From an optimization exercise on the open Yosys and OpenROAD flow, aimed at small area, a short achievable clock period and few clock cycles per item; shortcuts taken in it are not production practice.
At most, simulation tests tie the RTL to the original design; equivalence was not proved.

==> v37: inputs <==
## stick_deadzone_conditioner_top
module stick_deadzone_conditioner_top (
  input  logic        clk_i,
  input  logic        rst_ni,
  input  logic        start_i,
  output logic        busy_o,
  input  logic [15:0] raw_x_i,
  input  logic [15:0] raw_y_i,
  output logic        done_o,
  output logic [15:0] out_x_o,
  output logic [15:0] out_y_o,
  input  logic        cfg_we_i,
  input  logic [1:0]  cfg_idx_i,
  input  logic [14:0] cfg_wdata_i
);
  logic [1:0]  mode_q;
  logic [14:0] scale_q;
  logic [14:0] zone_q;
  always_ff @(posedge clk_i or negedge rst_ni) begin
    if (!rst_ni) begin
      mode_q  <= 2'd0;
      scale_q <= 15'd32767;
      zone_q  <= 15'd0;
    end else if (cfg_we_i) begin
      case (cfg_idx_i)
        2'd0: mode_q  <= cfg_wdata_i[1:0];
        2'd1: scale_q <= cfg_wdata_i;
        2'd2: zone_q  <= cfg_wdata_i;
        default: ;
      endcase
    end
  end
  assign busy_o = 1'b0;
  logic        is2;
  logic [14:0] zeff;
  logic [15:0] dd_q;
  logic [14:0] zeff_q, deff_q;
  assign is2     = (mode_q == 2'd2);
  assign zeff    = (is2 || (mode_q == 2'd1)) ? zone_q : 15'd0;
  always_ff @(posedge clk_i) begin
    zeff_q <= zeff;
    dd_q   <= {1'b0, scale_q} - {1'b0, zeff};
    deff_q <= (dd_q[15] || (dd_q == 16'd0)) ? 15'd1 : dd_q[14:0];
  end
  logic        we1_q, we2_q;
  logic [3:0]  r_sh;
  logic [30:0] r_q;
  always_ff @(posedge clk_i or negedge rst_ni) begin
    if (!rst_ni) begin
      we1_q <= 1'b0;
      we2_q <= 1'b0;
    end else begin
      we1_q <= cfg_we_i;
      we2_q <= we1_q;
    end
  end
  logic [14:0] ohs_q, zsh_q;
  logic [29:0] zshw;
  assign zshw = {15'd0, zeff_q} << r_sh;
  ...
clock: 10.0 ns
lec_check: 0
cap_margin: 20
core_margin: 2
core_utilization: 50
cts_cluster_diameter: 100
cts_cluster_size: 24
place_density: 0.65
slew_margin: 20
run.sh (not shown) runs the stock make flow with config.mk's settings and CLKGATE_MAP_FILE= SYNTH_SCRIPT=/design/flow/synth_recipe.tcl, a recipe that flattens the netlist after the stock synthesis.
==> inputs of v17, as changes to v37 <==
--- a/flow/design.v
+++ b/flow/design.v
@@ -10486,18 +10486,18 @@
   assign busy_o = 1'b0;
   logic        is2;
   logic [14:0] zeff;
   logic [15:0] dd_q;
   logic [14:0] zeff_q, deff_q;
   assign is2     = (mode_q == 2'd2);
   assign zeff    = (is2 || (mode_q == 2'd1)) ? zone_q : 15'd0;
+  assign deff_q = (dd_q[15] || (dd_q == 16'd0)) ? 15'd1 : dd_q[14:0];
   always_ff @(posedge clk_i) begin
     zeff_q <= zeff;
     dd_q   <= {1'b0, scale_q} - {1'b0, zeff};
-    deff_q <= (dd_q[15] || (dd_q == 16'd0)) ? 15'd1 : dd_q[14:0];
   end
   logic        we1_q, we2_q;
   logic [3:0]  r_sh;
   logic [30:0] r_q;
   always_ff @(posedge clk_i or negedge rst_ni) begin
     if (!rst_ni) begin
       we1_q <= 1'b0;
==> flow/config.mk (replaced) <==
export PLATFORM = sky130hd
export DESIGN_NAME = stick_deadzone_conditioner_top
export DESIGN_NICKNAME = stick_deadzone_conditioner_top
export VERILOG_FILES = /design/flow/design.v
export SDC_FILE = /design/flow/constraint.sdc
export NUM_CORES = 4
export LEC_CHECK = 0
export CAP_MARGIN = 20
export CORE_MARGIN = 2
export CORE_UTILIZATION = 45
export CTS_CLUSTER_DIAMETER = 100
export CTS_CLUSTER_SIZE = 24
export PLACE_DENSITY = 0.6
export SLEW_MARGIN = 50
==> inputs of v5, as changes to v37 <==
--- a/flow/design.v
+++ b/flow/design.v
@@ -10486,18 +10486,18 @@
   assign busy_o = 1'b0;
   logic        is2;
   logic [14:0] zeff;
   logic [15:0] dd_q;
   logic [14:0] zeff_q, deff_q;
   assign is2     = (mode_q == 2'd2);
   assign zeff    = (is2 || (mode_q == 2'd1)) ? zone_q : 15'd0;
+  assign deff_q = (dd_q[15] || (dd_q == 16'd0)) ? 15'd1 : dd_q[14:0];
   always_ff @(posedge clk_i) begin
     zeff_q <= zeff;
     dd_q   <= {1'b0, scale_q} - {1'b0, zeff};
-    deff_q <= (dd_q[15] || (dd_q == 16'd0)) ? 15'd1 : dd_q[14:0];
   end
   logic        we1_q, we2_q;
   logic [3:0]  r_sh;
   logic [30:0] r_q;
   always_ff @(posedge clk_i or negedge rst_ni) begin
     if (!rst_ni) begin
       we1_q <= 1'b0;
==> flow/config.mk (replaced) <==
export PLATFORM = sky130hd
export DESIGN_NAME = stick_deadzone_conditioner_top
export DESIGN_NICKNAME = stick_deadzone_conditioner_top
export VERILOG_FILES = /design/flow/design.v
export SDC_FILE = /design/flow/constraint.sdc
export NUM_CORES = 4
export LEC_CHECK = 0
export CAP_MARGIN = 50
export CORE_MARGIN = 2
export CORE_UTILIZATION = 45
export CTS_CLUSTER_DIAMETER = 100
export CTS_CLUSTER_SIZE = 24
export PLACE_DENSITY = 0.6
export SLEW_MARGIN = 85
==> impl_metrics.yaml <==
outcome:
  outcome: "complete, no violations"
yosys:
  synth_compound_area_share_pct: 10.4
route:
  drt-initial-drc-count: 4741
placement:
  place_congestion: 0.856
final_layout:
  multi_input_cells: 7033
sta:
  max_freq_mhz: 105
clocking:
  clock_sinks: 3192
Source of the figures above: v5

==> impl_metrics.yaml <==
outcome:
  outcome: "complete, no violations"
final_layout:
  multi_input_cells: 7042
  largest_reg_flops: 44
  post-route-util_pct: 53.4
sta:
  max_freq_mhz: 247
yosys:
  yosysMostFrequentCell: "dfxtp_1"
placement:
  place_area_sq_mm: 0.138
  place_congestion: 0.909
clocking:
  clock_sinks: 3207
route:
  drt-initial-drc-count: 4860
Source of the figures above: v37

==> impl_metrics.yaml <==
final_layout:
  multi_input_cells: 7033
worst_setup_path:
  path_buf_inv: 0
  crit_required_ps: 10770
route:
  drt-initial-drc-count: 5069
yosys:
  synth-edff-count: 85
  synth_compound_area_share_pct: 10.4
  synth.distinct_cells: 109
outcome:
  outcome: "complete, no violations"
clocking:
  clock_sinks: 3192
floorplan:
  taps: 3939
sta:
  max_freq_mhz: 259
placement:
  place_congestion: 0.856
Source of the figures above: v17

Testbench counts of v37, summed over its fixed seeds: cycles 17,336, items 16,384.
Testbench counts of v17, summed over its fixed seeds: cycles 17,336, items 16,384.
Testbench counts of v5, summed over its fixed seeds: cycles 17,336, items 16,384.


==> inputs of job 4416 <==
Another version of the RTL of stick_deadzone_conditioner_top (not shown whole).
export LEC_CHECK = 0
export CAP_MARGIN = 20
export CORE_MARGIN = 2
export CORE_UTILIZATION = 45
export PLACE_DENSITY = 0.6
export SLEW_MARGIN = 20
create_clock -name core_clock -period 10.0 [get_ports {clk_i}]
==> job 4404: changes against job 4416 <==
Settings changed: CTS_CLUSTER_DIAMETER set to 100, CTS_CLUSTER_SIZE set to 24.
==> comparison table <==
item                                                                                job 4404              job 4416
Clock buffers created by TritonCTS                                                       161                   330
End-of-flow core utilization                                                           48.1%                 50.4%
Share of the clock period used by the worst path after layout                          41.5%                 41.7%
Sum of met2 wire segment lengths after detailed routing                            146000 µm             149000 µm
Wire length of the first global-routing pass                                       467000 µm             475000 µm
Worst Skew                                                                          0.106 ns             0.0956 ns
Sequential portion of the cell area                                                    45.5%                 43.5%
Worst-Margin Slew                                                                    1.14 ns               1.13 ns
Hold WS                                                                             0.266 ns              0.283 ns
Multi-input logic portion of the cell area                                             44.8%                 42.8%
Vias post-DR                                                                           80000                 81400
Met2 Usage GRT                                                                         34.4%                 34.7%
Hold path startpoint                                                     u_front.f_ay_s11[6]  u_front.f_dv_s17[12]
Number of nets at the end of the flow                                                  13200                 13400
Vias in the first global route                                                         83400                 85400
Layout cell share with drive strength beyond 1                                         6.24%                 8.94%
Result of the run                                                             finished clean        finished clean
GRT Total Usage                                                                        19.5%                 19.8%
Clock slew at the register clock pins of the worst setup and hold paths              0.09 ns               0.06 ns
Met1 routing resource usage after global routing                                       24.4%                 24.3%
Max stage delay on crit path                                                         0.63 ns               0.64 ns
No run of this note included a check of the RTL's function; only the layout flow was run.


==> 03-13 <==
stick_deadzone_conditioner_top with an RTL version that a note above also has.
Settings: LEC_CHECK=0, CAP_MARGIN=20, CORE_MARGIN=2, CORE_UTILIZATION=45, CTS_CLUSTER_DIAMETER=120, CTS_CLUSTER_SIZE=30, PLACE_DENSITY=0.6, SLEW_MARGIN=20; clock period 10.0 ns.
==> 04-21: changes against 03-13 <==
--- a/flow/design.v
+++ b/flow/design.v
@@ -10486,18 +10486,18 @@
   assign busy_o = 1'b0;
   logic        is2;
   logic [14:0] zeff;
   logic [15:0] dd_q;
   logic [14:0] zeff_q, deff_q;
   assign is2     = (mode_q == 2'd2);
   assign zeff    = (is2 || (mode_q == 2'd1)) ? zone_q : 15'd0;
+  assign deff_q = (dd_q[15] || (dd_q == 16'd0)) ? 15'd1 : dd_q[14:0];
   always_ff @(posedge clk_i) begin
     zeff_q <= zeff;
     dd_q   <= {1'b0, scale_q} - {1'b0, zeff};
-    deff_q <= (dd_q[15] || (dd_q == 16'd0)) ? 15'd1 : dd_q[14:0];
   end
   logic        we1_q, we2_q;
   logic [3:0]  r_sh;
   logic [30:0] r_q;
   always_ff @(posedge clk_i or negedge rst_ni) begin
     if (!rst_ni) begin
       we1_q <= 1'b0;
CTS_CLUSTER_DIAMETER = 100   (was 120)
CTS_CLUSTER_SIZE = 24   (was 30)
SLEW_MARGIN = 70   (was 20)
==> notes.md <==
| item | 04-21 | 03-13 |
|---|---|---|
| Final period util | 0.391 | 0.403 |
| Number of diodes added for antenna fixing | 6 | 2 |
| Layout overhead on the synthesized area | 8.51% | 5.89% |
| Clock-pin slew on the worst setup and hold paths | 0.09 ns | 0.11 ns |
| Layout Cell Area excl Fill | 145000 µm² | 142000 µm² |
| Fmax | 256 MHz | 248 MHz |
| Sequential fraction of the synthesis area | 0.485 | 0.486 |
| Pin count of the biggest net entering global routing | 56 | 77 |
| Worst setup slack before clock tree synthesis | 6.19 ns | 5.92 ns |
| Max Buffers Root-to-Sink | 4 | 3 |
| Outcome | timing/DRC/antenna clean | timing/DRC/antenna clean |
| Final Instance Count excl. Fillers | 15500 | 15400 |
| Total clock sinks | 3192 | 3207 |
| Arr. time, crit path | 1.91 ns | 4.75 ns |
| Time the final worst path needs with I/O delays and setup | 3.91 ns | 4.03 ns |
| Routing usage on met3 | 0.0239 | 0.0204 |
| Core area | 297000 µm² | 297000 µm² |
| DP Wirelength | 227000 µm | 218000 µm |
| Global-route wire length before repair | 475000 µm | 463000 µm |
Testbench counts of 03-13, summed over its fixed seeds: cycles 17,336, items 16,384.
Testbench counts of 04-21, summed over its fixed seeds: cycles 17,336, items 16,384.

==> port drivers added, routing unchanged <==
Ports are ideal in the flow. The routed layouts listed here were re-timed in OpenROAD. Step 1: set_driving_cell puts a clkbuf_16 on clk_i and a buf_2 on each other input, an assumption about the parent block. Step 2 moves the port delays by t, midway between the first and last clock arrival at a register: inputs arrive t later, outputs are due t later. That takes back most of the time a late clock gives input paths. a / b / c = no drivers / after step 1 / after step 2; a / b = the first two.
run	t, ns	setup WS [ns]	clock arrival spread, ns	worst slew at a driven data input, ns
v37	0.937	5.945 / 5.945 / 5.945	0.044 / 0.044	0.11
v17	0.952	6.133 / 6.044 / 6.133	0.072 / 0.072	0.07
v5	0.950	0.436 / 0.436 / 0.436	0.081 / 0.082	0.06
job 4416	0.980	5.831 / 5.733 / 6.192	0.102 / 0.101	0.07
job 4404	0.951	5.847 / 5.752 / 6.168	0.140 / 0.140	0.07
03-13	0.906	5.968 / 5.968 / 5.968	0.101 / 0.101	0.09
04-21	0.957	6.095 / 5.990 / 6.229	0.096 / 0.096	0.07
After both steps setup and hold are still met in every run listed.
